Source: an optimization exercise on an open RTL-to-GDS flow (aim: small area). Production flows keep margins and buffers that such runs may drop.
Function was checked by simulation only, so behaviour that the tests miss may differ from the original.
No driver is modelled on the clock port, so clocking that relies on it looks cheaper here than on a real chip.
Power figures rest on the tool's default switching activity, not on a simulated workload.

### flow/flow/run.sh
#!/bin/bash
# The standard layout, with four changes: every cell goes to its smallest
# drive strength after floorplanning (downsize.tcl), the ports get buf_1
# buffers, CTS uses clkbuf_8 without dummy loads, and after CTS each clock
# buffer goes to the smallest clkbuf that keeps the register clock-pin slew
# under 112 ps (clkdown.tcl).
set -euo pipefail
here=$(pwd)
export POST_FLOORPLAN_TCL="$here/flow/downsize.tcl"
export POST_CTS_TCL="$here/flow/clkdown.tcl"
export BUFFER_PORTS_ARGS="-buffer_cell sky130_fd_sc_hd__buf_1"
export CTS_ARGS="-sink_clustering_enable -repair_clock_nets -buf_list sky130_fd_sc_hd__clkbuf_8 -sink_clustering_size 50 -sink_clustering_max_diameter 100 -dont_use_dummy_load"
bash standard.sh finish > "$here/standard_flow.log" 2>&1
### flow/flow/clkdown.tcl
# Run after CTS (POST_CTS_TCL). Give each clock buffer the smallest of the clkbuf cells that keeps the
# slew at every register clock pin under the limit (placement estimate).
proc my_clk_pin_slew { } {
  set worst 0.0
  foreach p [get_pins -hierarchical */CLK] {
    set s [get_property $p slew_max]
    if { $s > $worst } { set worst $s }
  }
  return $worst
}
proc my_downsize_clock { limit sizes } {
  set db [ord::get_db]
  set block [ord::get_db_block]
  set n 0
  foreach inst [$block getInsts] {
    if { ![string match "clkbuf_*" [$inst getName]] } { continue }
    set orig [$inst getMaster]
    foreach sz $sizes {
      set m [$db findMaster "sky130_fd_sc_hd__clkbuf_$sz"]
      if { [$m getWidth] >= [[$inst getMaster] getWidth] } { continue }
      $inst swapMaster $m
      estimate_parasitics -placement
      if { [my_clk_pin_slew] > $limit } {
        $inst swapMaster $orig
        estimate_parasitics -placement
      } else {
        set orig $m
        incr n
      }
    }
  }
  puts "downsize_clock: $n swaps, worst clock pin slew [my_clk_pin_slew]"
}

estimate_parasitics -placement
my_downsize_clock 0.112 {4 2 1}
### flow/flow/downsize.tcl
# Put every cell on the smallest drive strength of its own function (same
# name up to the _N suffix), skipping cells on the don't-use list. The
# placement's repair_design then buffers or sizes up what needs it.
set db [ord::get_db]
set block [ord::get_db_block]
set dont_use {}
if { [info exists ::env(DONT_USE_CELLS)] } {
  set dont_use $::env(DONT_USE_CELLS)
}
proc my_is_dont_use { name pats } {
  foreach p $pats {
    if { [string match $p $name] } { return 1 }
  }
  return 0
}
set swapped 0
set saved 0
foreach inst [$block getInsts] {
  set m [$inst getMaster]
  set name [$m getName]
  if { ![regexp {^(sky130_fd_sc_hd__[a-z0-9]+)_([0-9]+)$} $name -> base sz] } { continue }
  set best $m
  set best_area [expr { [$m getWidth] * [$m getHeight] }]
  foreach n {0 1 2 3 4 6 8 12 16} {
    set cand [$db findMaster "${base}_$n"]
    if { $cand == "NULL" || $cand == "" } { continue }
    if { [my_is_dont_use "${base}_$n" $dont_use] } { continue }
    set a [expr { [$cand getWidth] * [$cand getHeight] }]
    if { $a < $best_area } {
      set best $cand
      set best_area $a
    }
  }
  if { $best != $m } {
    set saved [expr { $saved + [$m getWidth] * [$m getHeight] - $best_area }]
    $inst swapMaster $best
    incr swapped
  }
}
puts "downsize: swapped $swapped cells, saved [expr { $saved / 1.0e6 }] um^2"
### flow/standard.sh
#!/bin/bash
# synth_recipe.tcl (not shown) runs the flow's synth.tcl, then flattens the netlist and writes it again
# the make line also repeats each setting of config.mk as NAME=value (left out here)
make -C /OpenROAD-flow-scripts/flow DESIGN_CONFIG=/design/flow/config.mk WORK_HOME=/design/flow/orfs CLKGATE_MAP_FILE= SYNTH_SCRIPT=/design/flow/synth_recipe.tcl "${@:-finish}"
### flow/config.mk
export PLATFORM = sky130hd
export DESIGN_NAME = button_debounce_auto_repeat
export DESIGN_NICKNAME = button_debounce_auto_repeat
export VERILOG_FILES = /design/flow/design.v
export SDC_FILE = /design/flow/constraint.sdc
export NUM_CORES = 4
export LEC_CHECK = 0
export CAP_MARGIN = 5
export CORE_MARGIN = 2
export CORE_UTILIZATION = 60
export GPL_TIMING_DRIVEN = 0
export SLEW_MARGIN = 5
export SYNTH_HIERARCHICAL = 1
### flow/constraint.sdc
create_clock -name core_clock -period 8.0 [get_ports {clk_i}]
set_input_delay 1.6000 -clock core_clock [delete_from_list [all_inputs] [get_ports {clk_i}]]
set_output_delay 1.6000 -clock core_clock [all_outputs]
set_load 0.01 [all_outputs]
### flow/design.v
`default_nettype none
package bdar_pkg;
  localparam int NUM_BUTTONS_DEF = 6;
  localparam int CNT_W           = 16;
  localparam int CFG_W           = 16;
  localparam int CFG_IDX_W       = 2;
  localparam logic [CNT_W-1:0] DEBOUNCE_RST = 16'd50;
  localparam logic [CNT_W-1:0] DELAY_RST    = 16'd300;
  localparam logic [CNT_W-1:0] INTERVAL_RST = 16'd300;
  typedef enum logic [CFG_IDX_W-1:0] {
    CFG_DEBOUNCE = 2'd0,
    CFG_DELAY    = 2'd1,
    CFG_INTERVAL = 2'd2
  } cfg_reg_e;
endpackage
`default_nettype wire
`default_nettype none
module bdar_cmp2 (
  input  wire logic [1:0] a_i,
  input  wire logic [1:0] b_i,
  input  wire logic       c_i,
  output logic            y_o
);
  logic c1;
  assign c1  = (a_i[0] & b_i[0]) | (c_i & (a_i[0] | b_i[0]));
  assign y_o = (a_i[1] & b_i[1]) | (c1 & (a_i[1] | b_i[1]));
endmodule
module bdar_cmp_lo (
  input  wire logic [1:0] a_i,
  input  wire logic [1:0] b_i,
  output logic            y_o
);
  logic c1;
  assign c1  = a_i[0] | b_i[0];
  assign y_o = (a_i[1] & b_i[1]) | (c1 & (a_i[1] | b_i[1]));
endmodule
module bdar_cnt_bit #(
  parameter bit ONE = 1'b0
) (
  input  wire logic s_i,
  input  wire logic k_i,
  input  wire logic clr_i,
  output logic      d_o,
  output logic      k_o
);
  logic sum;
  assign {k_o, sum} = {1'b0, s_i} + {1'b0, k_i};
  assign d_o = clr_i ? ONE : sum;
endmodule
`default_nettype wire
`default_nettype none
module bdar_mux2 (
  input  wire logic s_i,
  input  wire logic a_i,
  input  wire logic b_i,
  output logic      y_o
);
  assign y_o = s_i ? a_i : b_i;
endmodule
`default_nettype wire
`default_nettype none
module button_debounce_auto_repeat (
  input  wire logic        clk_i,
  input  wire logic        rst_ni,
  input  wire logic        cfg_we_i,
  input  wire logic [1:0]  cfg_idx_i,
  input  wire logic [15:0] cfg_data_i,
  input  wire logic        tick_valid_i,
  output logic             tick_ready_o,
  input  wire logic [5:0]  tick_raw_buttons_i,
  output logic             evt_valid_o,
  input  wire logic        evt_ready_i,
  output logic [2:0]       evt_button_index_o,
  output logic             evt_event_kind_o,
  output logic             evt_last_event_o
);
  localparam int NUM_BUTTONS = bdar_pkg::NUM_BUTTONS_DEF;
  localparam int IDX_W = (NUM_BUTTONS > 1) ? $clog2(NUM_BUTTONS) : 1;
  logic [15:0]            deb_n_q, del_n_q, int_n_q;
  logic [15:0]            deb_n_d, del_n_d, int_n_d;
  logic [15:0]            data_n;
  logic                   we_deb, we_del, we_int;
  logic                   del_zero;
  assign data_n = ~cfg_data_i;
  assign we_deb = cfg_we_i && (cfg_idx_i == bdar_pkg::CFG_DEBOUNCE);
  assign we_del = cfg_we_i && (cfg_idx_i == bdar_pkg::CFG_DELAY);
  assign we_int = cfg_we_i && (cfg_idx_i == bdar_pkg::CFG_INTERVAL);
  for (genvar i = 0; i < 16; i++) begin : g_cfg
    bdar_mux2 u_deb (.s_i(we_deb), .a_i(data_n[i]), .b_i(deb_n_q[i]), .y_o(deb_n_d[i]));
    bdar_mux2 u_del (.s_i(we_del), .a_i(data_n[i]), .b_i(del_n_q[i]), .y_o(del_n_d[i]));
    bdar_mux2 u_int (.s_i(we_int), .a_i(data_n[i]), .b_i(int_n_q[i]), .y_o(int_n_d[i]));
  end
  always_ff @(posedge clk_i or negedge rst_ni) begin
    if (!rst_ni) begin
      deb_n_q <= ~bdar_pkg::DEBOUNCE_RST;
      del_n_q <= ~bdar_pkg::DELAY_RST;
      int_n_q <= ~bdar_pkg::INTERVAL_RST;
    end else begin
      deb_n_q <= deb_n_d;
      del_n_q <= del_n_d;
      int_n_q <= int_n_d;
    end
  end
  assign del_zero = &del_n_q;
  logic                   tick_acc;
  logic [NUM_BUTTONS-1:0] ev;
  logic [NUM_BUTTONS-1:0] stable;
  for (genvar g = 0; g < NUM_BUTTONS; g++) begin : g_lane
    logic        press_q, rep_q, rep_d;
    logic [15:0] s_q, s_d;
    logic [16:0] k;
    logic [8:1]  c_deb, c_del, c_int;
    logic        ge_deb, ge_del, ge_int;
    logic        chg, clr, sat, tclr;
    bdar_cmp_lo u_deb0 (.a_i(s_q[1:0]), .b_i(deb_n_q[1:0]), .y_o(c_deb[1]));
    bdar_cmp_lo u_del0 (.a_i(s_q[1:0]), .b_i(del_n_q[1:0]), .y_o(c_del[1]));
    bdar_cmp_lo u_int0 (.a_i(s_q[1:0]), .b_i(int_n_q[1:0]), .y_o(c_int[1]));
    for (genvar i = 1; i < 8; i++) begin : g_cmp
      bdar_cmp2 u_deb (.a_i(s_q[2*i+1:2*i]), .b_i(deb_n_q[2*i+1:2*i]), .c_i(c_deb[i]), .y_o(c_deb[i+1]));
      bdar_cmp2 u_del (.a_i(s_q[2*i+1:2*i]), .b_i(del_n_q[2*i+1:2*i]), .c_i(c_del[i]), .y_o(c_del[i+1]));
      bdar_cmp2 u_int (.a_i(s_q[2*i+1:2*i]), .b_i(int_n_q[2*i+1:2*i]), .c_i(c_int[i]), .y_o(c_int[i+1]));
    end
    assign ge_deb = c_deb[8];
    assign ge_del = c_del[8];
    assign ge_int = c_int[8];
    always_comb begin
      chg = (tick_raw_buttons_i[g] ~^ press_q) & ge_deb;
      if (!press_q) begin
        rep_d = chg & del_zero;
        clr   = chg;
        ev[g] = chg;
      end else begin
        rep_d = ~chg & (rep_q | ge_del);
        clr   = chg | (rep_q ? ge_int : ge_del);
        ev[g] = chg | (rep_q & ge_int);
      end
      sat  = &s_q;
      tclr = tick_acc & clr;
    end
    assign k[0] = tick_acc & ~sat;
    for (genvar i = 0; i < 16; i++) begin : g_cnt
      bdar_cnt_bit #(.ONE(i == 0)) u_bit (
        .s_i   (s_q[i]),
        .k_i   (k[i]),
        .clr_i (tclr),
        .d_o   (s_d[i]),
        .k_o   (k[i+1])
      );
    end
    always_ff @(posedge clk_i or negedge rst_ni) begin
      if (!rst_ni) begin
        press_q  <= 1'b0;
        rep_q    <= 1'b0;
      end else if (tick_acc) begin
        press_q  <= press_q ^ chg;
        rep_q    <= rep_d;
      end
    end
    always_ff @(posedge clk_i or negedge rst_ni) begin
      if (!rst_ni) begin
        s_q <= 16'd1;
      end else begin
        s_q <= s_d;
      end
    end
    assign stable[g] = ~press_q;
  end
  logic [NUM_BUTTONS-1:0] pend_q, pend_d;
  logic [NUM_BUTTONS-1:0] rest;
  logic [IDX_W-1:0]       sel_idx;
  logic                   sel_kind;
  logic                   found;
  logic                   out_valid_q;
  logic [IDX_W-1:0]       out_idx_q;
  logic                   out_kind_q;
  logic                   out_last_q;
  logic                   out_load;
  logic                   any;
  always_comb begin
    sel_idx  = '0;
    sel_kind = 1'b0;
    found    = 1'b0;
    rest     = pend_q;
    for (int i = 0; i < NUM_BUTTONS; i++) begin
      if (pend_q[i] && !found) begin
        sel_idx  = IDX_W'(i);
        sel_kind = stable[i];
        rest[i]  = 1'b0;
        found    = 1'b1;
      end
    end
    any          = |pend_q;
    out_load     = any && (!out_valid_q || evt_ready_i);
    tick_ready_o = !any || (out_load && (rest == '0));
    tick_acc     = tick_valid_i && tick_ready_o;
    pend_d       = tick_acc ? ev : (out_load ? rest : pend_q);
  end
  always_ff @(posedge clk_i or negedge rst_ni) begin
    if (!rst_ni) begin
      pend_q      <= '0;
      out_valid_q <= 1'b0;
    end else begin
      pend_q      <= pend_d;
      out_valid_q <= out_load | (out_valid_q & ~evt_ready_i);
    end
  end
  always_ff @(posedge clk_i) begin
    if (out_load) begin
      out_idx_q  <= sel_idx;
      out_kind_q <= sel_kind;
      out_last_q <= (rest == '0);
    end
  end
  assign evt_valid_o        = out_valid_q;
  assign evt_button_index_o = out_idx_q;
  assign evt_event_kind_o   = out_kind_q;
  assign evt_last_event_o   = out_last_q;
endmodule
`default_nettype wire
==> impl_metrics.yaml, run 1 <==
place:
  io_buffers: 35
  gp_congestion: 0.847
  hpwl_mm: 19.6
detailed_routing:
  num_vias: 8813
  drt-pass1-iter-count: 5
  post_drt_wl_per_cell_um: 18.4
  vias_per_cell: 6.06
  ant_nets: 0
  drc: 0
  drt-total-wl_mm: 26.8
  drt_iter0_drc: 624
floorplan:
  initial_core_util_pct: 61.4
  core_um2: 18800
  die_x_um: 143
  dieArea_um2: 20300
  std_cell_rows: 50
  ios: 36
  die_h_um: 143
setup_path:
  path_cells: "buf_1, nor2b_1, a2111oi_0, nor3_2, buf_1, nor2_1, ha_1, ha_1, ha_1, ha_1, ha_1, ha_1, ha_1, ha_1, ha_1, ha_1, ha_1, ha_1, ha_1, ha_1, ha_1, ha_1, nor2b_1"
  crit_slowest_cell: "buf_1"
  crit_start: "evt_ready_i"
  critical_path.startpoint_type: "input port"
  crit_fanout: 10
  ff2ff_path_depth: 23
  max_stage_delay_ps: 740
  crit_end: "g_lane[4].s_q[15]"
  r2r_slack_ps: 1970
  crit_required_ps: 8280
  reg2reg_from: "pend_q[2]"
  cp.arrival_ps: 7020
  crit_top_cell: "ha_1"
  worstSetupPathType: "in2reg"
  end_kind: "flop"
  reg2reg_to: "g_lane[4].s_q[15]"
power:
  power_density_nw_per_um2: 240
  leakage_nw: 4.89
  ir_drop_mv: 0.162
run:
  max_cap_viol_count: 0
run_status:
  status: "finished clean"
cts:
  cts_tree: "done"
  clock_latency_ps: 470
  clock-sinks: 168
  clkTransAtPathRegs_ps: 80
layout:
  nNetsFinal: 1347
  area_growth_pct: -1.90
  final_cell_mix: "nand2_1 (166), a21oi_1 (137), o22ai_1 (127), o21ai_1 (126), dfrtp_1 (120)"
  drive_gt1_share_pct: 6.07
  final_common_cell: "nand2_1"
  nFillCells: 1678
  antennaDiodeCount: 0
  seqCellArea_um2: 4280
  multi_input_area_um2: 6140
synth:
  async_flop_share_pct: 97.0
  synth_nets: 1288
  syn_area_um2: 11500
  synth_top_area_cell: "dfrtp_1"
  synth_top_area_share_pct: 26.1
  synth-main-ff-cell: "dfrtp_1"
  syn_avg_cell_area_um2: 9.90
  ys_types: 52
  yosysWarnings: 7
  synth.top_cells.by_area: "dfrtp_1 (26%), nor2b_4 (11%), ha_1 (10%), dfstp_2 (9.8%), o22ai_1 (6.9%)"
  synth-edff-count: 5
  seq_area_frac_synth_pct: 37.2
  synth-seq-cells: 168
  synthCells: 1163
global_routing:
  grt_pass1_vias: 7980
  overflow: 0
  grt_pass1_wl_mm: 43.9
  grt.total_usage_pct: 27.5
  grt_max_degree: 39
  antenna_found_initial: 0
timing:
  post-route-period-util_pct: 84.2
  rsz0062_at_grt: "no"
  report.final.slew_viol_count: 0
  setup_tns_ps: 0
  tightest_slew_ps: 1210
  fin_crit_ps: 6740
  hold_viol: 0
  setup-violations-final: 0
  whs_ps: 510
  slew-limit-headroom_pct: 19.4
  fmax_ghz: 0.148
  fin_skew_ps: 43.8
min_path:
  worst_hold_path_type: "reg2reg"
-- registers in the layout (all words and copies together) (netlist names) --
name and count:
int_n_q 16, out_idx_q 3, g_lane.press_q 6, out_last_q 1, out_valid_q 1, del_n_q 16
g_lane.rep_q 6, pend_q 6, out_kind_q 1, g_lane.s_q 96, deb_n_q 16
-- critical path, delay by kind of cell --
| kind | cells | cell delay [ps] |
|---|---|---|
| adder cells (fa/ha/maj) | 16 | 3060 |
| AND/OR/NAND/NOR | 4 | 1340 |
| buffers and inverters | 2 | 820 |
| AO/OA/AOI/OAI | 1 | 180 |
-- modules after synthesis (local to each module, per instance), excerpt --
module,cells inside,flip-flops and latches,times used
button_debounce_auto_repeat,365,168,1
bdar_cmp2,4,0,126
bdar_mux2,1,0,48
bdar_cmp_lo,3,0,18
-- how the worst min path moves through the flow --
stage / from / endpoint / cells after the start
floorplan: g_lane[3].rep_q / g_lane[3].rep_q / 1
detailed placement: g_lane[3].rep_q / g_lane[3].rep_q / 1
global placement: g_lane[3].rep_q / g_lane[3].rep_q / 1
global route: g_lane[3].rep_q / g_lane[3].rep_q / 1
finish: g_lane[3].rep_q / g_lane[3].rep_q / 1
-- final cells by class --
cell class	instances	share of cell area, %
clock buffer	17	2.07
tap	234	2.59
timing repair buffer	40	1.95
multi-input combinational	961	54.4
buffer	12	0.399
inverter	22	0.731
sequential	168	37.9
-- layer usage --
metal  vias up  global-route usage, %  routed length [um]
met2       191                   44.8               12400
met5         -                      0                   0
met1      4103                   38.9               12900
met3        28                   4.21                 996
met4         0                   6.67                 455
li1       4491                      -                   -
-- Yosys cell counts (5+ instances only) --
cell / n
nand2_1: 165
a21oi_1: 139
o22ai_1: 127
o21ai_1: 126
dfrtp_1: 120
ha_1: 96
nor2b_4: 90
mux2_4: 48
dfstp_2: 43
nand4_1: 28
o21ai_0: 24
nor2_1: 23
inv_1: 22
o31ai_1: 18
nor4_1: 8
clkbuf_1: 6
or2_1: 6
xnor2_1: 6
edfxtp_1: 5
o221ai_2: 5
-- kinds of logic after synthesis --
group	after synthesis	share of synthesized area [%]
buf+inv	34	1.52
compound gates	460	23.0
xor+xnor	10	0.760
mux	48	6.26
simple gates	347	20.8
fa+ha+maj	96	10.4
flops	168	37.2
-- report_power, final --
group	internal, mW	switching (mW)
sequential	1.06	0.437
clock	0.188	0.282
combinational	0.404	0.347
-- metrics by stage --
step / setup slack, ps / total power [mW] / cells / utilization, % / instance area (um2)
after floorplan: 2080 / 2.17 / 1163 / - / 11500
after global placement: -2530 / 2.22 / 1432 / 58.4 / 11000
after detailed placement: 435 / 2.25 / 1437 / 58.9 / 11100
after global routing: 997 / 2.94 / 1454 / 60.2 / 11300
final: 1260 / 2.72 / 1454 / 60.2 / 11300
==> inputs of run 2 (changes only) <==
--- a/flow/config.mk
+++ b/flow/config.mk
@@ -5,9 +5,8 @@
 export SDC_FILE = /design/flow/constraint.sdc
 export NUM_CORES = 4
 export LEC_CHECK = 0
-export CAP_MARGIN = 5
+export CAP_MARGIN = 20
 export CORE_MARGIN = 2
 export CORE_UTILIZATION = 60
-export GPL_TIMING_DRIVEN = 0
-export SLEW_MARGIN = 5
+export SLEW_MARGIN = 20
 export SYNTH_HIERARCHICAL = 1
==> impl_metrics.yaml, run 2 <==
run_status:
  status: "finished clean"
cts:
  clock_latency_ps: 790
  cts_tree: "done"
  clock-sinks: 168
  clkTransAtPathRegs_ps: 90
synth:
  synth_top_area_share_pct: 26.1
  synth-seq-cells: 168
  syn_avg_cell_area_um2: 9.90
  synth-main-ff-cell: "dfrtp_1"
  ys_types: 52
  synth_top_area_cell: "dfrtp_1"
  synthCells: 1163
  synth_common_cells: "nand2_1 (165), a21oi_1 (139), o22ai_1 (127)"
  yosysMostFrequentCell: "nand2_1"
  yosysWarnings: 7
  seq_area_frac_synth_pct: 37.2
  synth.top_cells.by_area: "dfrtp_1 (26%), nor2b_4 (11%), ha_1 (10%), dfstp_2 (9.8%), o22ai_1 (6.9%)"
  synth_nets: 1288
  syn_area_um2: 11500
  async_flop_share_pct: 97.0
  synth-edff-count: 5
detailed_routing:
  vias_per_cell: 6.11
  ant_nets: 0
  post_drt_wl_per_cell_um: 18.4
  num_vias: 8836
  drt-pass1-iter-count: 5
  drt_iter0_drc: 578
  drt-total-wl_mm: 26.7
  drc: 0
layout:
  multi_input_area_um2: 6140
  largest_register_ffs: 96
  final_cell_mix: "nand2_1 (166), a21oi_1 (138), o22ai_1 (127), o21ai_1 (126), dfrtp_1 (120)"
  area_growth_pct: -2.82
  final_common_cell: "nand2_1"
  drive_gt1_share_pct: 6.44
  nNetsFinal: 1338
  nFillCells: 1670
  regMostFlops: "g_lane.s_q"
  seqCellArea_um2: 4280
power:
  ir_drop_mv: 0.197
  power_density_nw_per_um2: 240
  leakage_nw: 4.86
setup_path:
  worstSetupPathType: "in2reg"
  path_cells: "buf_1, nor2b_1, a2111oi_0, nor3_2, buf_4, nor2_1, ha_1, ha_1, ha_1, ha_1, ha_1, ha_1, ha_1, ha_1, ha_1, ha_1, ha_1, ha_1, ha_1, ha_1, ha_1, ha_1, nor2b_1"
  ff2ff_path_depth: 22
  critical_path.startpoint_type: "input port"
  max_stage_delay_ps: 670
  reg2reg_from: "pend_q[0]"
  r2r_slack_ps: 2770
  crit_fanout: 11
  crit_required_ps: 8630
  cp.arrival_ps: 6300
  crit_slowest_cell: "nor3_2"
  reg2reg_to: "g_lane[1].s_q[15]"
  end_kind: "flop"
  crit_top_cell: "ha_1"
timing:
  post-route-period-util_pct: 70.9
  fmax_ghz: 0.176
  slew-limit-headroom_pct: 33.1
  rsz0062_at_grt: "no"
  hold_viol: 0
  report.final.slew_viol_count: 0
  tightest_slew_ps: 1000
  whs_ps: 535
  setup-violations-final: 0
  fin_skew_ps: 39.4
  setup_tns_ps: 0
  fin_crit_ps: 5680
floorplan:
  core_um2: 18800
  dieArea_um2: 20300
  ios: 36
  initial_core_util_pct: 61.4
  die_x_um: 143
  die_h_um: 143
  std_cell_rows: 50
place:
  io_buffers: 35
  hpwl_mm: 19.4
  gp_congestion: 0.882
global_routing:
  overflow: 0
  antenna_found_initial: 1
  grt_max_degree: 80
  grt_pass1_wl_mm: 43.7
  grt.total_usage_pct: 27.4
  grt_pass1_vias: 7968
min_path:
  min_to: "g_lane[3].rep_q"
  worst_hold_path_type: "reg2reg"
  holdCritStartpoint: "g_lane[3].rep_q"
  hold_depth: 1
run:
  max_cap_viol_count: 0
## run 2: critical path, delay by kind of cell
| kind | cells | cell delay (ps) |
|---|---|---|
| adders and majority gates | 16 | 2970 |
| and+or+nand+nor | 4 | 1160 |
| buffers and inverters | 2 | 430 |
| AOI/OAI and AO/OA | 1 | 150 |
## run 2: worst max-delay path by stage
stage | start | end | cells after the start
after global routing | evt_ready_i | g_lane[1].s_q[15] | 23
after floorplan | evt_ready_i | g_lane[1].s_q[15] | 22
after detailed placement | evt_ready_i | g_lane[2].s_q[15] | 23
after global placement | evt_ready_i | g_lane[1].s_q[15] | 23
final | evt_ready_i | g_lane[1].s_q[15] | 23
## run 2: power by group
part	total (mW)	internal [mW]	switching (mW)
clock	0.426	0.153	0.273
combinational	0.758	0.404	0.354
sequential	1.51	1.06	0.450
## run 2: per-stage QoR
stage	utilization (%)	total power [mW]	instance area [um2]	setup WS, ps	instances
2_1_floorplan	-	2.17	11500	2080	1163
3_3_place_gp	58.5	2.25	11000	1710	1427
3_5_place_dp	58.5	2.27	11000	1600	1427
5_1_grt	59.6	2.92	11200	2030	1446
6_report	59.6	2.69	11200	2320	1446
## run 2: cell type report
class / instances / area share, %
Timing Repair Buffer: 43 / 1.74
Inverter: 22 / 0.738
Clock buffer: 17 / 1.73
Tap cell: 234 / 2.62
Antenna cell: 1 / 0.0224
Multi-Input combinational cell: 961 / 54.9
Sequential cell: 168 / 38.3
## run 2: cell families after synthesis
logic type / synth area share [%]
compound gates: 23.0
simple gates: 20.8
flops: 37.2
fa+ha+maj: 10.4
mux: 6.26
buf+inv: 1.52
xor+xnor: 0.760
## run 2: Yosys stat by module (local to each module, per instance), excerpt
module	area, um2	times used	flip-flops and latches	cells
button_debounce_auto_repeat	5500	1	168	365
bdar_cmp2	20.0	126	0	4
bdar_cmp_lo	16.3	18	0	3
bdar_mux2	15.0	48	0	1
## run 2: layer usage
layer / global-route usage, % / up-vias / wire length [um] / share of wire (%)
met2: 45.2 / 177 / 12600 / 47
met3: 4.41 / 18 / 965 / 3.6
met5: 0 / - / 0 / 0
met1: 38.4 / 4161 / 12800 / 48
li1: - / 4480 / - / -
met4: 5.52 / 0 / 247 / 0.93
==> inputs of run 3 (changes only) <==
--- a/flow/design.v
+++ b/flow/design.v
@@ -34,28 +34,55 @@
   assign c1  = a_i[0] | b_i[0];
   assign y_o = (a_i[1] & b_i[1]) | (c1 & (a_i[1] | b_i[1]));
 endmodule
-module bdar_cnt_bit #(
+module bdar_cnt_carry_e (
+  input  wire logic s_i,
+  input  wire logic k_i,
+  output logic      nk_o
+);
+  assign nk_o = ~(s_i & k_i);
+endmodule
+module bdar_cnt_carry_o (
+  input  wire logic s_i,
+  input  wire logic nk_i,
+  output logic      k_o
+);
+  assign k_o = s_i & ~nk_i;
+endmodule
+module bdar_cnt_xn_e (
+  input  wire logic s_i,
+  input  wire logic k_i,
+  input  wire logic nk_o_i,
+  output logic      xn_o
+);
+  assign xn_o = ~((s_i | k_i) & nk_o_i);
+endmodule
+module bdar_cnt_d_e #(
   parameter bit ONE = 1'b0
 ) (
-  input  wire logic s_i,
-  input  wire logic k_i,
+  input  wire logic xn_i,
   input  wire logic clr_i,
-  output logic      d_o,
-  output logic      k_o
-);
-  logic sum;
-  assign {k_o, sum} = {1'b0, s_i} + {1'b0, k_i};
-  assign d_o = clr_i ? ONE : sum;
-endmodule
-`default_nettype wire
-`default_nettype none
-module bdar_mux2 (
-  input  wire logic s_i,
-  input  wire logic a_i,
-  input  wire logic b_i,
+  output logic      d_o
+);
+  assign d_o = clr_i ? ONE : ~xn_i;
+endmodule
+module bdar_cnt_sum_o (
+  input  wire logic s_i,
+  input  wire logic nk_i,
+  input  wire logic k_o_i,
+  input  wire logic clr_i,
+  output logic      d_o
+);
+  assign d_o = ~clr_i & (s_i | ~nk_i) & ~k_o_i;
+endmodule
+`default_nettype wire
+`default_nettype none
+module bdar_cfg_bit (
+  input  wire logic nwe_i,
+  input  wire logic d_i,
+  input  wire logic q_i,
   output logic      y_o
 );
-  assign y_o = s_i ? a_i : b_i;
+  assign y_o = nwe_i ? q_i : ~d_i;
 endmodule
 `default_nettype wire
 `default_nettype none
@@ -78,17 +105,15 @@
   localparam int IDX_W = (NUM_BUTTONS > 1) ? $clog2(NUM_BUTTONS) : 1;
   logic [15:0]            deb_n_q, del_n_q, int_n_q;
   logic [15:0]            deb_n_d, del_n_d, int_n_d;
-  logic [15:0]            data_n;
-  logic                   we_deb, we_del, we_int;
+  logic                   nwe_deb, nwe_del, nwe_int;
   logic                   del_zero;
-  assign data_n = ~cfg_data_i;
-  assign we_deb = cfg_we_i && (cfg_idx_i == bdar_pkg::CFG_DEBOUNCE);
-  assign we_del = cfg_we_i && (cfg_idx_i == bdar_pkg::CFG_DELAY);
-  assign we_int = cfg_we_i && (cfg_idx_i == bdar_pkg::CFG_INTERVAL);
+  assign nwe_deb = !(cfg_we_i && (cfg_idx_i == bdar_pkg::CFG_DEBOUNCE));
+  assign nwe_del = !(cfg_we_i && (cfg_idx_i == bdar_pkg::CFG_DELAY));
+  assign nwe_int = !(cfg_we_i && (cfg_idx_i == bdar_pkg::CFG_INTERVAL));
   for (genvar i = 0; i < 16; i++) begin : g_cfg
-    bdar_mux2 u_deb (.s_i(we_deb), .a_i(data_n[i]), .b_i(deb_n_q[i]), .y_o(deb_n_d[i]));
-    bdar_mux2 u_del (.s_i(we_del), .a_i(data_n[i]), .b_i(del_n_q[i]), .y_o(del_n_d[i]));
-    bdar_mux2 u_int (.s_i(we_int), .a_i(data_n[i]), .b_i(int_n_q[i]), .y_o(int_n_d[i]));
+    bdar_cfg_bit u_deb (.nwe_i(nwe_deb), .d_i(cfg_data_i[i]), .q_i(deb_n_q[i]), .y_o(deb_n_d[i]));
+    bdar_cfg_bit u_del (.nwe_i(nwe_del), .d_i(cfg_data_i[i]), .q_i(del_n_q[i]), .y_o(del_n_d[i]));
+    bdar_cfg_bit u_int (.nwe_i(nwe_int), .d_i(cfg_data_i[i]), .q_i(int_n_q[i]), .y_o(int_n_d[i]));
   end
   always_ff @(posedge clk_i or negedge rst_ni) begin
     if (!rst_ni) begin
@@ -108,7 +133,8 @@
   for (genvar g = 0; g < NUM_BUTTONS; g++) begin : g_lane
     logic        press_q, rep_q, rep_d;
     logic [15:0] s_q, s_d;
-    logic [16:0] k;
+    logic [16:0] k;   
+    logic [7:0]  xn;  
     logic [8:1]  c_deb, c_del, c_int;
     logic        ge_deb, ge_del, ge_int;
     logic        chg, clr, sat, tclr;
@@ -138,13 +164,17 @@
       tclr = tick_acc & clr;
     end
     assign k[0] = tick_acc & ~sat;
-    for (genvar i = 0; i < 16; i++) begin : g_cnt
-      bdar_cnt_bit #(.ONE(i == 0)) u_bit (
-        .s_i   (s_q[i]),
-        .k_i   (k[i]),
-        .clr_i (tclr),
-        .d_o   (s_d[i]),
-        .k_o   (k[i+1])
+    for (genvar i = 0; i < 16; i += 2) begin : g_cnt
+      bdar_cnt_carry_e u_ce (.s_i(s_q[i]), .k_i(k[i]), .nk_o(k[i+1]));
+      bdar_cnt_xn_e u_xe (.s_i(s_q[i]), .k_i(k[i]), .nk_o_i(k[i+1]), .xn_o(xn[i/2]));
+      bdar_cnt_d_e #(.ONE(i == 0)) u_de (.xn_i(xn[i/2]), .clr_i(tclr), .d_o(s_d[i]));
+      bdar_cnt_carry_o u_co (.s_i(s_q[i+1]), .nk_i(k[i+1]), .k_o(k[i+2]));
+      bdar_cnt_sum_o u_so (
+        .s_i    (s_q[i+1]),
+        .nk_i   (k[i+1]),
+        .k_o_i  (k[i+2]),
+        .clr_i  (tclr),
+        .d_o    (s_d[i+1])
       );
     end
     always_ff @(posedge clk_i or negedge rst_ni) begin
--- a/flow/config.mk
+++ b/flow/config.mk
@@ -5,8 +5,8 @@
 export SDC_FILE = /design/flow/constraint.sdc
 export NUM_CORES = 4
 export LEC_CHECK = 0
-export CAP_MARGIN = 20
+export CAP_MARGIN = 5
 export CORE_MARGIN = 2
 export CORE_UTILIZATION = 60
-export SLEW_MARGIN = 20
+export SLEW_MARGIN = 5
 export SYNTH_HIERARCHICAL = 1
==> impl_metrics.yaml, run 3 <==
run_status:
  status: "finished clean"
synth:
  seq_area_frac_synth_pct: 39.9
  syn_area_um2: 10700
  ys_types: 49
  synth_nets: 1324
  synth_top_area_share_pct: 28.0
  synth-seq-cells: 168
  async_flop_share_pct: 97.0
  syn_avg_cell_area_um2: 8.28
  synth_common_cells: "nand2_1 (258), o21ai_1 (222), a21oi_1 (146)"
  yosysWarnings: 7
  yosysMostFrequentCell: "nand2_1"
  synthCells: 1295
  synth-main-ff-cell: "dfrtp_1"
  synth.top_cells.by_area: "dfrtp_1 (28%), dfstp_2 (11%), o21ai_1 (10%), nand2_1 (9.0%), o22ai_1 (7.5%)"
  synth_top_area_cell: "dfrtp_1"
  synth-edff-count: 5
layout:
  area_growth_pct: -0.0815
  regMostFlops: "g_lane.s_q"
  drive_gt1_share_pct: 5.89
  largest_register_ffs: 96
  final_cell_mix: "nand2_1 (259), o21ai_1 (222), a21oi_1 (145), o22ai_1 (129), dfrtp_1 (120)"
  final_common_cell: "nand2_1"
  final_core_utilization_pct: 61.5
  nNetsFinal: 1372
  antennaDiodeCount: 0
  final_cells: 1566
min_path:
  worst_hold_path_type: "reg2reg"
timing:
  report.final.slew_viol_count: 0
  setup_tns_ps: 0
  fin_skew_ps: 44.1
  slew-limit-headroom_pct: 19.8
  fin_crit_ps: 5520
  tightest_slew_ps: 1200
  setup-violations-final: 0
  rsz0062_at_grt: "no"
  fmax_ghz: 0.181
  hold_viol: 0
  post-route-period-util_pct: 69.0
global_routing:
  met2_usage_pct: 46.5
  top_usage_layer: "met2"
  grt.total_usage_pct: 30.1
  grt_pass1_wl_mm: 44.4
  grt_max_degree: 62
  grt_pass1_vias: 8767
  grtUsageMet1_pct: 43.9
  grt_use_met3_pct: 3.94
  antenna_found_initial: 0
  overflow: 0
detailed_routing:
  num_vias: 10000
  vias_per_cell: 6.40
  post_drt_wl_per_cell_um: 17.6
  drc: 0
  drt-pass1-iter-count: 5
  drt_iter0_drc: 971
  drt-total-wl_mm: 27.6
  ant_nets: 0
setup_path:
  crit_fanout: 29
  critical_path.startpoint_type: "input port"
  crit_slowest_cell: "a2111oi_0"
  path_cells: "buf_1, nor2b_1, a2111oi_0, a211oi_4, buf_4, nor2_1, nand2_1, nor2b_1, nand2_1, nor2b_1, nand2_1, nor2b_1, nand2_1, nor2b_1, nand2_1, nor2b_1, nand2_1, nor2b_1, nand2_1, nor2b_1, nand2_1, nor2b_1, a211oi_1"
  path_buf_inv: 2
  max_stage_delay_ps: 830
  cp.arrival_ps: 5800
  crit_top_cell: "nor2b_1"
  worstSetupPathType: "in2reg"
  cp_top_family: "simple AND/OR/NAND/NOR gates"
  end_kind: "flop"
  crit_required_ps: 8280
place:
  hpwl_mm: 19.8
  io_buffers: 35
  gp_congestion: 0.852
  place_inst: 1549
floorplan:
  initial_core_util_pct: 61.6
  die_h_um: 138
  std_cell_rows: 48
  core_um2: 17400
  die_x_um: 138
  dieArea_um2: 19000
  ios: 36
run:
  max_cap_viol_count: 0
power:
  power_density_nw_per_um2: 303
  leakage_nw: 3.83
  ir_drop_mv: 0.212
cts:
  clock_latency_ps: 480
  cts_tree: "done"
  clkTransAtPathRegs_ps: 90
  clock-sinks: 168
## run 3: metrics by stage
| step | power, mW | instance area, um2 | hold WS, ps | setup slack [ps] |
|---|---|---|---|---|
| floorplan | 2.57 | 10700 | 474 | 3140 |
| global placement | 2.73 | 10500 | 490 | 2280 |
| detailed placement | 2.77 | 10500 | 513 | 2050 |
| global route | 3.50 | 10700 | 562 | 1720 |
| finish | 3.25 | 10700 | 529 | 2480 |
## run 3: where the power goes
part           internal (mW)  switching, mW  total (mW)  leakage [nW]
Combinational          0.492          0.553        1.05          1.65
Clock                  0.188          0.274       0.462         0.122
Sequential              1.13          0.613        1.74          2.06
## run 3: routing by layer
layer	wire (um)	vias to the layer above
met5	0	-
li1	-	4928
met2	12600	272
met4	535	0
met3	1500	36
met1	13000	4786
## run 3: cell type report
class,count,area [um2]
fillers,1619,6700
multi-input cells,1061,5530
flip-flops and latches,168,4280
well taps,225,282
clock buffers,17,234
repair buffers,43,195
inverters,52,195
## run 3: cells by family after synthesis
| kind of cell | share of synthesized area (%) |
|---|---|
| AOI/OAI and AO/OA | 34.7 |
| xor gates and xnor gates | 0.816 |
| adders and majority gates | 0.0933 |
| buffers and inverters | 2.65 |
| DFF | 39.9 |
| muxes | 0.0933 |
| and+or+nand+nor | 21.7 |
## run 3: modules after synthesis (local to each module, per instance), a selection
module | flip-flops and latches | times used | cells | area, um2
bdar_cmp2 | 0 | 126 | 4 | 20.0
bdar_cmp_lo | 0 | 18 | 3 | 16.3
button_debounce_auto_repeat | 168 | 1 | 353 | 5430
bdar_cfg_bit | 0 | 48 | 2 | 8.76
bdar_cnt_xn_e | 0 | 48 | 1 | 5.00
bdar_cnt_carry_o | 0 | 48 | 1 | 13.8
bdar_cnt_sum_o | 0 | 48 | 2 | 16.3
bdar_cnt_carry_e | 0 | 48 | 1 | 3.75
## run 3: final timing paths
kind | startpoint | end | slack, ps | cells past startpoint
min | g_lane[3].rep_q | g_lane[3].rep_q | 530 | 1
min in group asynchronous | rst_ni | g_lane[0].s_q[2] | 1260 | 1
max | evt_ready_i | g_lane[4].s_q[15] | 2480 | 23
max reg2reg | pend_q[1] | g_lane[4].s_q[15] | 2750 | 22
min reg2reg | g_lane[3].rep_q | g_lane[3].rep_q | 530 | 1
max in group asynchronous | rst_ni | pend_q[4] | 5510 | 2
==> inputs of run 4 (changes only) <==
--- a/flow/config.mk
+++ b/flow/config.mk
@@ -5,8 +5,8 @@
 export SDC_FILE = /design/flow/constraint.sdc
 export NUM_CORES = 4
 export LEC_CHECK = 0
-export CAP_MARGIN = 5
+export CAP_MARGIN = 20
 export CORE_MARGIN = 2
 export CORE_UTILIZATION = 60
-export SLEW_MARGIN = 5
+export SLEW_MARGIN = 20
 export SYNTH_HIERARCHICAL = 1
==> impl_metrics.yaml, run 4 <==
synth:
  seq_area_frac_synth_pct: 39.9
  synthCells: 1295
  synth_top_area_cell: "dfrtp_1"
  synth-seq-cells: 168
  yosysWarnings: 7
  ys_types: 49
  synth.top_cells.by_area: "dfrtp_1 (28%), dfstp_2 (11%), o21ai_1 (10%), nand2_1 (9.0%), o22ai_1 (7.5%)"
  synth_top_area_share_pct: 28.0
  synth-main-ff-cell: "dfrtp_1"
  synth_common_cells: "nand2_1 (258), o21ai_1 (222), a21oi_1 (146)"
  syn_avg_cell_area_um2: 8.28
  synth-edff-count: 5
  async_flop_share_pct: 97.0
  syn_area_um2: 10700
  yosysMostFrequentCell: "nand2_1"
  synth_nets: 1324
global_routing:
  grt_pass1_vias: 8795
  top_usage_layer: "met2"
  met2_usage_pct: 47.4
  grt_max_degree: 62
  overflow: 0
  grt.total_usage_pct: 29.9
  grt_use_met3_pct: 4.30
  antenna_found_initial: 0
  grt_pass1_wl_mm: 44.3
  grtUsageMet1_pct: 43.4
detailed_routing:
  drt_iter0_drc: 938
  drt-total-wl_mm: 27.6
  post_drt_wl_per_cell_um: 17.6
  num_vias: 10000
  drc: 0
  ant_nets: 0
  vias_per_cell: 6.40
  drt-pass1-iter-count: 6
layout:
  nNetsFinal: 1372
  drive_gt1_share_pct: 6.04
  area_growth_pct: -0.000354
  final_common_cell: "nand2_1"
  largest_register_ffs: 96
  final_cells: 1566
  antennaDiodeCount: 0
  regMostFlops: "g_lane.s_q"
  final_cell_mix: "nand2_1 (259), o21ai_1 (222), a21oi_1 (143), o22ai_1 (129), dfrtp_1 (120)"
cts:
  clkTransAtPathRegs_ps: 90
  clock-sinks: 168
  clock_latency_ps: 480
  cts_tree: "done"
setup_path:
  crit_slowest_cell: "a2111oi_0"
  crit_fanout: 29
  critical_path.startpoint_type: "input port"
  end_kind: "flop"
  path_cells: "buf_1, nor2b_1, a2111oi_0, a211oi_4, buf_4, nor2_1, nand2_1, nor2b_1, nand2_1, nor2b_1, nand2_1, nor2b_1, nand2_1, nor2b_1, nand2_1, nor2b_1, nand2_1, nor2b_1, nand2_1, nor2b_1, nand2_1, nor2b_1, a211oi_1"
  crit_top_cell: "nor2b_1"
  worstSetupPathType: "in2reg"
  crit_required_ps: 8330
  max_stage_delay_ps: 760
  cp.arrival_ps: 5840
  ff2ff_path_depth: 22
  r2r_slack_ps: 2880
run_status:
  status: "finished clean"
min_path:
  hold_depth: 1
  worst_hold_path_type: "reg2reg"
timing:
  rsz0062_at_grt: "no"
  setup_ws_ps: 2490
  setup-violations-final: 0
  post-route-period-util_pct: 68.9
  setup_tns_ps: 0
  fmax_ghz: 0.182
  slew-limit-headroom_pct: 35.0
  report.final.slew_viol_count: 0
  fin_crit_ps: 5510
  tightest_slew_ps: 951
  fin_skew_ps: 46.6
  hold_viol: 0
  whs_ps: 533
power:
  internal_power_mw: 1.81
  totalPowerFinal_mw: 3.25
  p_sw_share_pct: 44.3
  p_sw_mw: 1.44
  leakage_nw: 3.83
  ir_drop_mv: 0.242
  pwr-share-comb_pct: 32.2
  clkPwrFrac_pct: 14.1
  p_seq_share_pct: 53.7
  power_density_nw_per_um2: 303
place:
  dp_slack_ps: 2080
  hpwl_mm: 19.8
  gp_congestion: 0.852
  place_inst: 1549
  io_buffers: 35
floorplan:
  initial_core_util_pct: 61.6
  ios: 36
  std_cell_rows: 48
  die_h_um: 138
  core_um2: 17400
  die_x_um: 138
  dieArea_um2: 19000
run:
  max_cap_viol_count: 0
-- run 4: changes by cell type in the layout (fill, tap and decap cells not counted) --
cell / change
a21oi_1: -2
a21oi_2: +2
a2111oi_0: -1
a2111oi_1: +1
-- run 4: logic make-up after synthesis --
family	Yosys count	share of synthesized area, %
muxes	1	0.0933
buffers and inverters	66	2.65
xor gates and xnor gates	10	0.816
adders and majority gates	1	0.0933
AOI/OAI and AO/OA	612	34.7
and+or+nand+nor	437	21.7
DFF	168	39.9
-- run 4: metrics by stage --
step / util [%] / cell area [um2]
after floorplan: - / 10700
after global placement: 60.2 / 10500
after detailed placement: 60.2 / 10500
after global routing: 61.6 / 10700
final: 61.6 / 10700
-- run 4: per-layer routing --
metal / vias to the layer above / wire length (um)
li1: 4924 / -
met1: 4768 / 12900
met2: 297 / 12700
met3: 29 / 1680
met4: 0 / 392
met5: - / 0
-- run 4: worst max-delay path: cells and delay by family --
kind	cells	cell delay [ps]
AND/OR/NAND/NOR	18	2920
AO/OA/AOI/OAI	3	930
buffers and inverters	2	390
-- run 4: final timing paths --
| kind | start | to |
|---|---|---|
| min in group asynchronous | rst_ni | g_lane[0].s_q[2] |
| max in group asynchronous | rst_ni | g_lane[1].press_q |
| hold reg to reg | g_lane[3].rep_q | g_lane[3].rep_q |
| setup reg to reg | pend_q[1] | g_lane[0].s_q[15] |
| setup / recovery | evt_ready_i | g_lane[0].s_q[15] |
| hold / removal | g_lane[3].rep_q | g_lane[3].rep_q |
-- run 4: area by class of cell --
type	count	area, um2
Clock buffer	17	234
Fill cell	1623	6690
Sequential cell	168	4280
Tap cell	225	282
Inverter	52	195
Timing Repair Buffer	43	195
Multi-Input combinational cell	1061	5540
-- run 4: modules after synthesis, one instance, submodules excluded, excerpt --
module / flops+latches / copies in the design
bdar_cnt_xn_e: 0 / 48
bdar_cnt_carry_e: 0 / 48
bdar_cfg_bit: 0 / 48
bdar_cmp_lo: 0 / 18
bdar_cnt_carry_o: 0 / 48
bdar_cnt_sum_o: 0 / 48
bdar_cmp2: 0 / 126
button_debounce_auto_repeat: 168 / 1
-- run 4: power groups by stage --
stage | registers, mW | clock network [mW] | logic [mW]
2_1_floorplan | 1.52 | 0 | 1.05
3_3_place_gp | 1.72 | 0 | 1.01
3_5_place_dp | 1.73 | 0 | 1.04
5_1_grt | 1.80 | 0.500 | 1.20
6_report | 1.74 | 0.457 | 1.05
==> inputs of run 5 (changes only) <==
==> flow/flow/run.sh (replaced) <==
#!/bin/bash
# The standard layout, with these changes: every cell goes to its smallest
# drive strength after floorplanning (downsize.tcl), the ports get buf_1
# buffers, CTS uses clkbuf_16 without dummy loads, and after CTS each clock
# buffer goes to the smallest clkbuf that keeps the register clock-pin slew
# under 110 ps, after which the resizer sizes down cells with slack to spare
# (clkdown.tcl).
set -euo pipefail
here=$(pwd)
export POST_FLOORPLAN_TCL="$here/flow/downsize.tcl"
export POST_CTS_TCL="$here/flow/clkdown.tcl"
export BUFFER_PORTS_ARGS="-buffer_cell sky130_fd_sc_hd__buf_1"
export CTS_ARGS="-sink_clustering_enable -repair_clock_nets -buf_list sky130_fd_sc_hd__clkbuf_16 -dont_use_dummy_load"
bash standard.sh finish > "$here/standard_flow.log" 2>&1
--- a/flow/flow/clkdown.tcl
+++ b/flow/flow/clkdown.tcl
@@ -1,5 +1,7 @@
-# Run after CTS (POST_CTS_TCL). Give each clock buffer the smallest of the clkbuf cells that keeps the
-# slew at every register clock pin under the limit (placement estimate).
+# Run after CTS (POST_CTS_TCL). Give each clock buffer the smallest of the
+# clkbuf cells that keeps the slew at every register clock pin under the
+# limit (placement estimate), the leaf buffers first, then the ones above;
+# then recover area on the other cells.
 proc my_clk_pin_slew { } {
   set worst 0.0
   foreach p [get_pins -hierarchical */CLK] {
@@ -12,8 +14,18 @@
   set db [ord::get_db]
   set block [ord::get_db_block]
   set n 0
+  # leaves first (their output drives registers), the rest after
+  set leaves {}
+  set others {}
   foreach inst [$block getInsts] {
     if { ![string match "clkbuf_*" [$inst getName]] } { continue }
+    set drives_reg 0
+    foreach it [[[$inst findITerm X] getNet] getITerms] {
+      if { [[$it getMTerm] getName] == "CLK" } { set drives_reg 1; break }
+    }
+    if { $drives_reg } { lappend leaves $inst } else { lappend others $inst }
+  }
+  foreach inst [concat $leaves $others] {
     set orig [$inst getMaster]
     foreach sz $sizes {
       set m [$db findMaster "sky130_fd_sc_hd__clkbuf_$sz"]
@@ -33,4 +45,8 @@
 }
 
 estimate_parasitics -placement
-my_downsize_clock 0.112 {4 2 1}
+my_downsize_clock 0.110 {8 4 2 1}
+
+# Then size down the other cells that have slack to spare (the resizer's
+# power recovery, which keeps timing, slew and capacitance limits).
+repair_timing -recover_power 100
==> impl_metrics.yaml, run 5 <==
place:
  place_inst: 1549
  gp_congestion: 0.852
  io_buffers: 35
  hpwl_mm: 19.8
global_routing:
  met2_usage_pct: 48.0
  overflow: 0
  grt_pass1_wl_mm: 44.7
  grt_max_degree: 62
  grt_pass1_vias: 8846
  antenna_found_initial: 1
  grt_use_met3_pct: 4.82
  top_usage_layer: "met2"
  grt.total_usage_pct: 30.3
  grtUsageMet1_pct: 43.6
floorplan:
  die_h_um: 138
  ios: 36
  dieArea_um2: 19000
  std_cell_rows: 48
  initial_core_util_pct: 61.6
  core_um2: 17400
  die_x_um: 138
detailed_routing:
  post_drt_wl_per_cell_um: 17.7
  drt-pass1-iter-count: 5
  drc: 0
  ant_nets: 0
  vias_per_cell: 6.42
  num_vias: 10100
  drt-total-wl_mm: 27.8
  drt_iter0_drc: 969
timing:
  slew-limit-headroom_pct: 35.1
  hold_viol: 0
  setup-violations-final: 0
  setup_tns_ps: 0
  post-route-period-util_pct: 71.4
  whs_ps: 535
  tightest_slew_ps: 949
  report.final.slew_viol_count: 0
  rsz0062_at_grt: "no"
  fin_skew_ps: 41.9
  fmax_ghz: 0.175
  fin_crit_ps: 5710
min_path:
  worst_hold_path_type: "reg2reg"
layout:
  final_common_cell: "nand2_1"
  regMostFlops: "g_lane.s_q"
  final_cell_mix: "nand2_1 (259), a21oi_1 (143), o21ai_0 (140), o22ai_1 (129), dfrtp_1 (120)"
  area_growth_pct: -0.373
  nNetsFinal: 1373
  nFillCells: 1639
  drive_gt1_share_pct: 5.74
  final_cells: 1570
  largest_register_ffs: 96
setup_path:
  max_stage_delay_ps: 760
  crit_slowest_cell: "a2111oi_0"
  cp.arrival_ps: 6140
  worstSetupPathType: "in2reg"
  path_buf_inv: 2
  crit_required_ps: 8430
  critical_path.startpoint_type: "input port"
  path_cells: "buf_1, nor2b_1, a2111oi_0, a211oi_4, clkbuf_2, nor2_1, nand2_1, nor2b_1, nand2_1, nor2b_1, nand2_1, nor2b_1, nand2_1, nor2b_1, nand2_1, nor2b_1, nand2_1, nor2b_1, nand2_1, nor2b_1, nand2_1, nor2b_1, a211oi_1"
  cp_top_family: "simple AND/OR/NAND/NOR gates"
  end_kind: "flop"
  crit_fanout: 29
  crit_top_cell: "nor2b_1"
synth:
  yosysWarnings: 7
  synth_top_area_cell: "dfrtp_1"
  syn_avg_cell_area_um2: 8.28
  synth-edff-count: 5
  ys_types: 49
  seq_area_frac_synth_pct: 39.9
  yosysMostFrequentCell: "nand2_1"
  synth_nets: 1324
  synthCells: 1295
  synth_top_area_share_pct: 28.0
  synth_common_cells: "nand2_1 (258), o21ai_1 (222), a21oi_1 (146)"
  synth.top_cells.by_area: "dfrtp_1 (28%), dfstp_2 (11%), o21ai_1 (10%), nand2_1 (9.0%), o22ai_1 (7.5%)"
  syn_area_um2: 10700
  synth-main-ff-cell: "dfrtp_1"
  async_flop_share_pct: 97.0
  synth-seq-cells: 168
cts:
  clock-sinks: 168
  cts_tree: "done"
  clock_latency_ps: 590
  clkTransAtPathRegs_ps: 100
power:
  leakage_nw: 3.82
  ir_drop_mv: 0.220
  power_density_nw_per_um2: 297
run:
  max_cap_viol_count: 0
run_status:
  status: "finished clean"
## run 5: path summary, 6_finish.rpt
check | from | end | slack, ps | depth (start not counted)
max | evt_ready_i | g_lane[2].s_q[15] | 2290 | 23
min | g_lane[3].rep_q | g_lane[3].rep_q | 530 | 1
max reg2reg | pend_q[1] | g_lane[2].s_q[15] | 2530 | 22
min reg2reg | g_lane[3].rep_q | g_lane[3].rep_q | 530 | 1
max in group asynchronous | rst_ni | g_lane[3].s_q[1] | 5850 | 3
min in group asynchronous | rst_ni | g_lane[5].s_q[2] | 870 | 1
## run 5: worst reg2reg max path: cells and delay by family (launching register included)
kind | cells | cell delay (ps)
DFF | 1 | 490
and+or+nand+nor | 18 | 3580
AOI/OAI and AO/OA | 3 | 760
buffers and inverters | 1 | 510
## run 5: final cells by class
type,instances,area [um2],share of cell area (%)
sequential,168,4280,40.1
timing repair buffer,44,204,1.91
multi-input combinational,1061,5540,51.8
inverter,52,195,1.83
clock buffer,17,178,1.66
tap,225,282,2.63
antenna,3,7.51,0.0702
## run 5: power breakdown
group	leakage, nW	switching, mW	total, mW	internal (mW)
sequential	2.06	0.615	1.74	1.13
clock	0.0989	0.263	0.402	0.139
combinational	1.66	0.546	1.03	0.483
## run 5: Yosys stat by module (local to each module, per instance), excerpt
module	times used	cells	cell area, um2	flip-flops and latches
bdar_cnt_xn_e	48	1	5.00	0
bdar_cmp2	126	4	20.0	0
button_debounce_auto_repeat	1	353	5430	168
bdar_cfg_bit	48	2	8.76	0
bdar_cnt_carry_o	48	1	13.8	0
bdar_cnt_carry_e	48	1	3.75	0
bdar_cnt_sum_o	48	2	16.3	0
bdar_cmp_lo	18	3	16.3	0
## run 5: cell families (layout without fill, tap and decap cells)
family | count (synthesis) | after routing | synth area share, %
simple gates | 437 | 437 | 21.7
other cells | 0 | 3 | 0
compound gates | 612 | 612 | 34.7
fa+ha+maj | 1 | 1 | 0.0933
xor+xnor | 10 | 10 | 0.816
buf+inv | 66 | 113 | 2.65
flops | 168 | 168 | 39.9
mux | 1 | 1 | 0.0933
## run 5: metal layers
layer | part of all wire, % | wire length (um)
met2 | 46 | 12800
met1 | 46 | 12900
met3 | 6.2 | 1720
met4 | 1.4 | 386
met5 | 0 | 0
## run 5: per-stage QoR
stage          power [mW]  utilization (%)  instance area (um2)  worst slack, ps
2_1_floorplan        2.57                -                10700             3140
3_3_place_gp         2.73             60.2                10500             2280
3_5_place_dp         2.77             60.2                10500             2080
5_1_grt              3.43             61.4                10700             1800
6_report             3.17             61.4                10700             2290
==> inputs of run 6 (changes only) <==
--- a/flow/flow/run.sh
+++ b/flow/flow/run.sh
@@ -1,10 +1,9 @@
 #!/bin/bash
-# The standard layout, with these changes: every cell goes to its smallest
+# The standard layout, with four changes: every cell goes to its smallest
 # drive strength after floorplanning (downsize.tcl), the ports get buf_1
 # buffers, CTS uses clkbuf_16 without dummy loads, and after CTS each clock
 # buffer goes to the smallest clkbuf that keeps the register clock-pin slew
-# under 110 ps, after which the resizer sizes down cells with slack to spare
-# (clkdown.tcl).
+# under 110 ps (clkdown.tcl).
 set -euo pipefail
 here=$(pwd)
 export POST_FLOORPLAN_TCL="$here/flow/downsize.tcl"
--- a/flow/flow/clkdown.tcl
+++ b/flow/flow/clkdown.tcl
@@ -1,7 +1,6 @@
 # Run after CTS (POST_CTS_TCL). Give each clock buffer the smallest of the
 # clkbuf cells that keeps the slew at every register clock pin under the
-# limit (placement estimate), the leaf buffers first, then the ones above;
-# then recover area on the other cells.
+# limit (placement estimate), the leaf buffers first, then the ones above.
 proc my_clk_pin_slew { } {
   set worst 0.0
   foreach p [get_pins -hierarchical */CLK] {
@@ -46,7 +45,3 @@
 
 estimate_parasitics -placement
 my_downsize_clock 0.110 {8 4 2 1}
-
-# Then size down the other cells that have slack to spare (the resizer's
-# power recovery, which keeps timing, slew and capacitance limits).
-repair_timing -recover_power 100
==> impl_metrics.yaml, run 6 <==
run_status:
  status: "finished clean"
timing:
  tightest_slew_ps: 951
  rsz0062_at_grt: "no"
  hold_viol: 0
  fmax_ghz: 0.183
  post-route-period-util_pct: 68.2
  fin_crit_ps: 5450
  setup_tns_ps: 0
  slew-limit-headroom_pct: 35.0
  fin_skew_ps: 40.6
  setup-violations-final: 0
  report.final.slew_viol_count: 0
setup_path:
  crit_fanout: 29
  critical_path.startpoint_type: "input port"
  cp.arrival_ps: 5880
  crit_end: "g_lane[2].s_q[15]"
  ff2ff_path_depth: 22
  crit_top_cell: "nor2b_1"
  path_cells: "buf_1, nor2b_1, a2111oi_0, a211oi_4, buf_4, nor2_1, nand2_1, nor2b_1, nand2_1, nor2b_1, nand2_1, nor2b_1, nand2_1, nor2b_1, nand2_1, nor2b_1, nand2_1, nor2b_1, nand2_1, nor2b_1, nand2_1, nor2b_1, a211oi_1"
  crit_start: "evt_ready_i"
  crit_slowest_cell: "a2111oi_0"
  reg2reg_to: "g_lane[2].s_q[15]"
  worstSetupPathType: "in2reg"
  crit_required_ps: 8430
  end_kind: "flop"
  reg2reg_from: "pend_q[1]"
  max_stage_delay_ps: 760
  r2r_slack_ps: 2790
detailed_routing:
  vias_per_cell: 6.40
  post_drt_wl_per_cell_um: 17.7
  ant_nets: 0
  num_vias: 10000
  drt_iter0_drc: 899
  drt-pass1-iter-count: 5
  drt-total-wl_mm: 27.8
  drc: 0
power:
  ir_drop_mv: 0.243
  clkPwrFrac_pct: 12.6
  p_sw_share_pct: 44.9
  p_sw_mw: 1.43
  internal_power_mw: 1.76
  power_density_nw_per_um2: 299
  totalPowerFinal_mw: 3.19
  p_seq_share_pct: 54.6
  pwr-share-comb_pct: 32.8
  leakage_nw: 3.81
floorplan:
  core_um2: 17400
  ios: 36
  die_x_um: 138
  die_h_um: 138
  dieArea_um2: 19000
  initial_core_util_pct: 61.6
  std_cell_rows: 48
global_routing:
  overflow: 0
  antenna_found_initial: 1
  grt_pass1_vias: 8843
  grt_pass1_wl_mm: 44.6
  grt_max_degree: 62
  grt.total_usage_pct: 30.3
place:
  place_inst: 1549
  hpwl_mm: 19.8
  io_buffers: 35
  gp_congestion: 0.852
  place_area_um2: 10500
layout:
  final_cell_mix: "nand2_1 (259), o21ai_1 (222), a21oi_1 (143), o22ai_1 (129), dfrtp_1 (120)"
  final_cells: 1569
  nNetsFinal: 1372
  design_area_um2: 10700
  area_growth_pct: -0.455
  regMostFlops: "g_lane.s_q"
  drive_gt1_share_pct: 6.04
  final_common_cell: "nand2_1"
  largest_register_ffs: 96
synth:
  synth.top_cells.by_area: "dfrtp_1 (28%), dfstp_2 (11%), o21ai_1 (10%), nand2_1 (9.0%), o22ai_1 (7.5%)"
  synth-main-ff-cell: "dfrtp_1"
  syn_avg_cell_area_um2: 8.28
  synthCells: 1295
  ys_types: 49
  yosysMostFrequentCell: "nand2_1"
  synth-seq-cells: 168
  yosysWarnings: 7
  synth-edff-count: 5
  syn_area_um2: 10700
  synth_top_area_share_pct: 28.0
  synth_nets: 1324
  synth_top_area_cell: "dfrtp_1"
  seq_area_frac_synth_pct: 39.9
  synth_common_cells: "nand2_1 (258), o21ai_1 (222), a21oi_1 (146)"
  async_flop_share_pct: 97.0
cts:
  clkTransAtPathRegs_ps: 110
  clock_latency_ps: 580
  cts_tree: "done"
  clock-sinks: 168
min_path:
  worst_hold_path_type: "reg2reg"
  hold_depth: 1
run:
  max_cap_viol_count: 0
run 6: cell type report:
class / count / area (um2)
Antenna cell: 3 / 7.51
Inverter: 52 / 195
Clock buffer: 17 / 178
Fill cell: 1634 / 6740
Tap cell: 225 / 282
Timing Repair Buffer: 43 / 195
Sequential cell: 168 / 4280
Multi-Input combinational cell: 1061 / 5540
run 6: cell families after synthesis:
kind of cell | synth area share [%]
adders and majority gates | 0.0933
and+or+nand+nor | 21.7
buffers and inverters | 2.65
AOI/OAI and AO/OA | 34.7
xor gates and xnor gates | 0.816
muxes | 0.0933
DFF | 39.9
run 6: how the worst min path moves through the flow:
stage | start | end | slack (ps)
6_report | g_lane[3].rep_q | g_lane[3].rep_q | 530
5_1_grt | int_n_q[1] | int_n_q[1] | 560
3_5_place_dp | g_lane[3].rep_q | g_lane[3].rep_q | 510
3_3_place_gp | g_lane[3].rep_q | g_lane[3].rep_q | 490
2_1_floorplan | g_lane[3].rep_q | g_lane[3].rep_q | 470
run 6: metal layers:
metal,GRT usage (%),wire length (um)
met5,0,0
met4,7.65,411
met3,4.75,1590
met2,47.9,12700
met1,43.6,13200
run 6: per-module statistics from Yosys, one instance, submodules excluded, excerpt:
module,flops+latches,cell area [um2],copies in the design
bdar_cfg_bit,0,8.76,48
bdar_cmp2,0,20.0,126
bdar_cmp_lo,0,16.3,18
bdar_cnt_carry_e,0,3.75,48
bdar_cnt_carry_o,0,13.8,48
bdar_cnt_sum_o,0,16.3,48
bdar_cnt_xn_e,0,5.00,48
button_debounce_auto_repeat,168,5430,1
run 6: power by group through the flow:
| stage | Clock [mW] | Sequential [mW] | Combinational (mW) |
|---|---|---|---|
| global placement | 0 | 1.72 | 1.01 |
| floorplan | 0 | 1.52 | 1.05 |
| finish | 0.402 | 1.74 | 1.05 |
| global route | 0.446 | 1.80 | 1.20 |
| detailed placement | 0 | 1.73 | 1.04 |
run 6: through the flow:
stage               hold slack (ps)  setup WS (ps)  util, %
finish                          533           2550     61.3
global route                    563           2090     61.3
detailed placement              513           2080     60.2
global placement                490           2280     60.2
floorplan                       474           3140        -
run 6: worst max-delay path, delay by kind of cell:
family | cells | cell delay [ps]
AOI/OAI and AO/OA | 3 | 930
buffers and inverters | 2 | 390
and+or+nand+nor | 18 | 2970

==> re-timing with driven ports <==
No port has a modelled driver above. Below, the same layouts with a new extraction and two added sets of constraints.
Step 1 sets driving cells, clkbuf_16 on the clock port and buf_2 on the other inputs (assumed; they add their load-dependent delay and slew).
Step 2 adds t to the input delays and takes it off the output delays; t is the mean of the earliest and latest rising clock arrival at the registers after step 1. Input paths then give back, and output paths get back, about the clock's delay inside the block.
a / b / c = ideal ports / drivers / drivers and shift; a / b = the first two.
run	shift t [ns]	slack for setup (ns)	worst hold slack (ns)
run 1	0.485	1.260 / 1.279 / 0.794	0.510 / 0.510 / 0.510
run 2	0.808	2.325 / 2.343 / 1.535	0.535 / 0.535 / 0.535
run 3	0.501	2.479 / 2.497 / 1.996	0.529 / 0.529 / 0.529
run 4	0.501	2.491 / 2.508 / 2.007	0.533 / 0.533 / 0.533
run 5	0.607	2.290 / 2.307 / 1.700	0.535 / 0.535 / 0.535
run 6	0.603	2.545 / 2.561 / 1.958	0.533 / 0.533 / 0.533
After both steps every run listed still meets setup and hold. For run 2, which loses most, drivers alone change the setup slack by +0.018 ns; drivers and shift together by -0.790 ns.
